This design comes from an exercise in tuning for small area, a short achievable clock period and few clock cycles on the open sky130 flow, not from production work. In this exercise RTL edits were held to simulation tests only and were not proved equivalent to the original. No activity file was given, so power comes from the tool's default toggle rates.

Setup of v37:
==> flow/design.v (excerpt) <==
module skeleton_ram_bist
#(
  parameter int BITWIDTH_IN   = 12,
  parameter int BITWIDTH_SYS  = 16,
  parameter int BITWIDTH_HEAD = 26,
  parameter int BITWIDTH_ADR  = 6,
  parameter int NUM_BANKS     = 2
) (
  input  logic                     CLK_SYS,
  input  logic                     RSTN,
  input  logic                     EN,
  input  logic                     TRGG_START_CALC,
  input  logic                     MODE,
  input  logic                     RnW,
  input  logic [1:0]               BANK_SEL,
  input  logic [BITWIDTH_ADR-1:0]  ADR,
  input  logic [BITWIDTH_SYS-1:0]  DATA_IN,
  output logic [BITWIDTH_SYS-1:0]  DATA_OUT,
  output logic [BITWIDTH_HEAD-1:0] DATA_HEAD,
  output logic                     RDY,
  output logic                     ERR
);
  localparam int IN    = BITWIDTH_IN;    
  localparam int SYS   = BITWIDTH_SYS;   
  localparam int NW    = 128;            
  localparam int NA    = 64;             
  localparam int CNT_W = 9;              
  logic              rdy_q;       
  logic              busy_q;      
  logic              rd_q;        
  ...
Size in the first run: ~2900 cells after synthesis, about 1600 flip-flops, about 74 I/O pins, ~0.058 mm2 of cells after synthesis.
clock: 5.0 ns
lec_check: 0
cap_margin: 20
core_margin: 2
core_utilization: 65
cts_cluster_diameter: 50
cts_cluster_size: 30
place_density: 0.8
setup_slack_margin: 2.4
slew_margin: 20
synth_hierarchical: 1
run.sh (not shown) runs the stock make flow with config.mk's settings and CLKGATE_MAP_FILE= SYNTH_SCRIPT=/design/flow/synth_recipe.tcl, a recipe that flattens the netlist after the stock synthesis.
Testbench counts of v37, summed over its fixed seeds: cycles 3,200.
Setup changes, v37 to v50
- a change of CORE_UTILIZATION from 65 to 55
- a change of CTS_CLUSTER_DIAMETER from 50 to 60
- a change of PLACE_DENSITY from 0.8 to 0.7
### Flow results
- Going from v37 to v50, the sum of met2 wire segment lengths after detailed routing was found to have gone down by 2.5%.
- Taking v37 as the reference, in v50 total non-filler cell area in the finished layout -490 um2, relative area of clock buffers and inverters in the final design -1.7 points, hold slack +0.0071 ns, clock-pin slew reported for the worst setup and hold paths after clock tree synthesis +0.02 ns.
- On sequential share of layout area: between v50 and v37, it ends up higher for v50.
- Summary of v50 over v37: register-to-register setup slack +0.14 ns; post-route worst setup slack +0.14 ns.
For v54, these inputs were changed with respect to v50:
- SETUP_SLACK_MARGIN now 3.0, was 2.4
--- outcome ---
- Amount of wire on met3 after detailed routing in v54 is about 23% above v50.
- In the flow results for v54 and v50, the final cycle utilization of the critical path is smaller on v50.
- On worst setup timing slack at the placement stage, v54 does better than v50.
- v50 and v54 ended up with roughly the same clock edge transition at the registers on the reported setup and hold paths.
- Density: v54 denser than v50
- Via count of the routed design ended up 1582 higher on v54 than on v50.
Here is what was changed in the inputs of v32 compared with v54.
- SETUP_SLACK_MARGIN: 3.0 -> 2.0
==> comparison <==
- Diff v54 -> v32: register-to-register slack increased 0.05 ns; count of inserted antenna diode cells down 8; multi-input combinational gate total shrank by 12%; share of total power in combinational logic lower.
- Re sequential fraction of design power: v32 and v54 aren't equal, and the lower value belongs to v54.
- In the final design statistics, v32 uses fewer standard cells in total than v54.

skeleton_ram_bist, a different RTL version from the one above (not shown whole).
Size in the first run: about 1600 flip-flops.
## skeleton_ram_bist
module skeleton_ram_bist
#(
  parameter int BITWIDTH_IN   = 12,
  parameter int BITWIDTH_SYS  = 16,
  parameter int BITWIDTH_HEAD = 26,
  parameter int BITWIDTH_ADR  = 6,
  parameter int NUM_BANKS     = 2
) (
  input  logic                     CLK_SYS,
  input  logic                     RSTN,
  input  logic                     EN,
  input  logic                     TRGG_START_CALC,
  input  logic                     MODE,
  input  logic                     RnW,
  input  logic [1:0]               BANK_SEL,
  input  logic [BITWIDTH_ADR-1:0]  ADR,
  input  logic [BITWIDTH_SYS-1:0]  DATA_IN,
  output logic [BITWIDTH_SYS-1:0]  DATA_OUT,
  output logic [BITWIDTH_HEAD-1:0] DATA_HEAD,
  output logic                     RDY,
  output logic                     ERR
);
==> flow/config.mk <==
export PLATFORM = sky130hd
export DESIGN_NAME = skeleton_ram_bist
export DESIGN_NICKNAME = skeleton_ram_bist
export VERILOG_FILES = /design/flow/design.v
export SDC_FILE = /design/flow/constraint.sdc
export NUM_CORES = 4
export LEC_CHECK = 0
export CAP_MARGIN = 20
export CORE_MARGIN = 2
export CORE_UTILIZATION = 55
export CTS_CLUSTER_DIAMETER = 60
export CTS_CLUSTER_SIZE = 30
export PLACE_DENSITY = 0.7
export SETUP_SLACK_MARGIN = 2.4
export SLEW_MARGIN = 20
export SYNTH_HIERARCHICAL = 1
==> flow/constraint.sdc <==
create_clock -name core_clock -period 5.0 [get_ports {CLK_SYS}]
set_input_delay 1.0000 -clock core_clock [delete_from_list [all_inputs] [get_ports {CLK_SYS}]]
set_output_delay 1.0000 -clock core_clock [all_outputs]
set_load 0.01 [all_outputs]
Testbench counts at the start, summed over its fixed seeds: cycles 3,200.
Edit:
SETUP_SLACK_MARGIN = 2.2   (was 2.4)
What happened: Global-route usage shrinks by 5.3 points. Total power shrinks by about 3.5%. Die area stays the same. Wire length shrinks by about 16%. Sequential share of layout area grows by 2.9 points. Combinational power shrinks by about 3%. Worst setup slack improves by 33 ps. Clock power shrinks by about 8%. Via count shrinks by about 10%.
Edit:
SETUP_SLACK_MARGIN = 2.0   (was 2.2)
Outcome: Non-clock buffer count shrinks by 52. Global-route usage shrinks by 0.76 points. Clock skew shrinks by 7.0 ps. Worst setup slack loses 170 ps. Clock-buffer cell count grows by 5. Sequential share of layout area grows by 0.91 points. Core utilization shrinks by 0.80 points. Total power grows by 1.2%. First-iteration DRC count shrinks by 15%. Cell area shrinks by 1.3%.

## red
Another version of the RTL of skeleton_ram_bist (not shown whole).
Size in the first run: roughly 2,900 cells after synthesis, about 1,600 flip-flops, about 74 I/O pins, about 58,000 sq um of cells after synthesis.
==> flow/design.v (excerpt) <==
module skeleton_ram_bist
#(
  parameter int BITWIDTH_IN   = 12,
  parameter int BITWIDTH_SYS  = 16,
  parameter int BITWIDTH_HEAD = 26,
  parameter int BITWIDTH_ADR  = 6,
  parameter int NUM_BANKS     = 2
) (
  input  logic                     CLK_SYS,
  input  logic                     RSTN,
  input  logic                     EN,
  input  logic                     TRGG_START_CALC,
  input  logic                     MODE,
  input  logic                     RnW,
  input  logic [1:0]               BANK_SEL,
  input  logic [BITWIDTH_ADR-1:0]  ADR,
  input  logic [BITWIDTH_SYS-1:0]  DATA_IN,
  output logic [BITWIDTH_SYS-1:0]  DATA_OUT,
  output logic [BITWIDTH_HEAD-1:0] DATA_HEAD,
  output logic                     RDY,
  output logic                     ERR
);
clock: 5.0 ns
lec_check: 0
cap_margin: 20
core_margin: 2
core_utilization: 40
setup_slack_margin: 2.4
slew_margin: 20
synth_hierarchical: 1
Testbench counts of red, summed over its fixed seeds: cycles 3,200.
For blue, these inputs were changed with respect to red:
Settings: SETUP_SLACK_MARGIN: 2.4 -> unset.
### Flow results
- Count of cells along the worst register-to-register path on blue is down relative to red.
- blue ends up with higher number of antenna violations at the first check in global routing than red does.
- No stage failed in blue, and the final checks on the layout all came back clean.
- Taking red as the reference, in blue per-cell routed wire length went down by about 5.4%; total chip power was more or less identical; synthesis-to-finish area growth went down by 4.9 points.
- Per the comparison of blue with red, global router's overall resource usage lower, worst setup slack went down, worst hold slack moved down.

port drivers added, routing unchanged:
In the flow no input, the clock included, has a driving cell. The finished layouts below were timed again as built, in two steps. Step 1: set_driving_cell puts a clkbuf_16 on CLK_SYS and a buf_2 on each other input, an assumption about the parent block. Step 2 also shifts input and output timing later by t, the mid clock arrival at the registers, as if the neighbouring blocks saw the same clock. Three values: no drivers, after step 1, after step 2; two values: the first two.
| run | t (ns) | slack for setup (ns) | cell pins on the clock port's net |
|---|---|---|---|
| v37 | 0.774 | 1.850 / 1.850 / 1.083 | 1 |
| v50 | 0.760 | 1.995 / 1.953 / 1.193 | 1 |
| v54 | 0.744 | 1.858 / 1.845 / 1.101 | 1 |
| v32 | 0.756 | 1.872 / 1.902 / 1.146 | 1 |
| the first run of note 2 | 0.772 | 2.096 / 2.094 / 1.322 | 1 |
| the second run of note 2 | 0.747 | 2.129 / 2.093 / 1.346 | 1 |
| the third run of note 2 | 0.754 | 1.963 / 1.970 / 1.264 | 1 |
| red | 0.853 | 1.758 / 1.758 / 0.961 | 1 |
| blue | 0.857 | 0.744 / 0.744 / 0.135 | 1 |
After both steps setup and hold are still met in every run listed. For v50, which loses most, drivers alone change the setup slack by -0.042 ns; drivers and shift together by -0.802 ns.
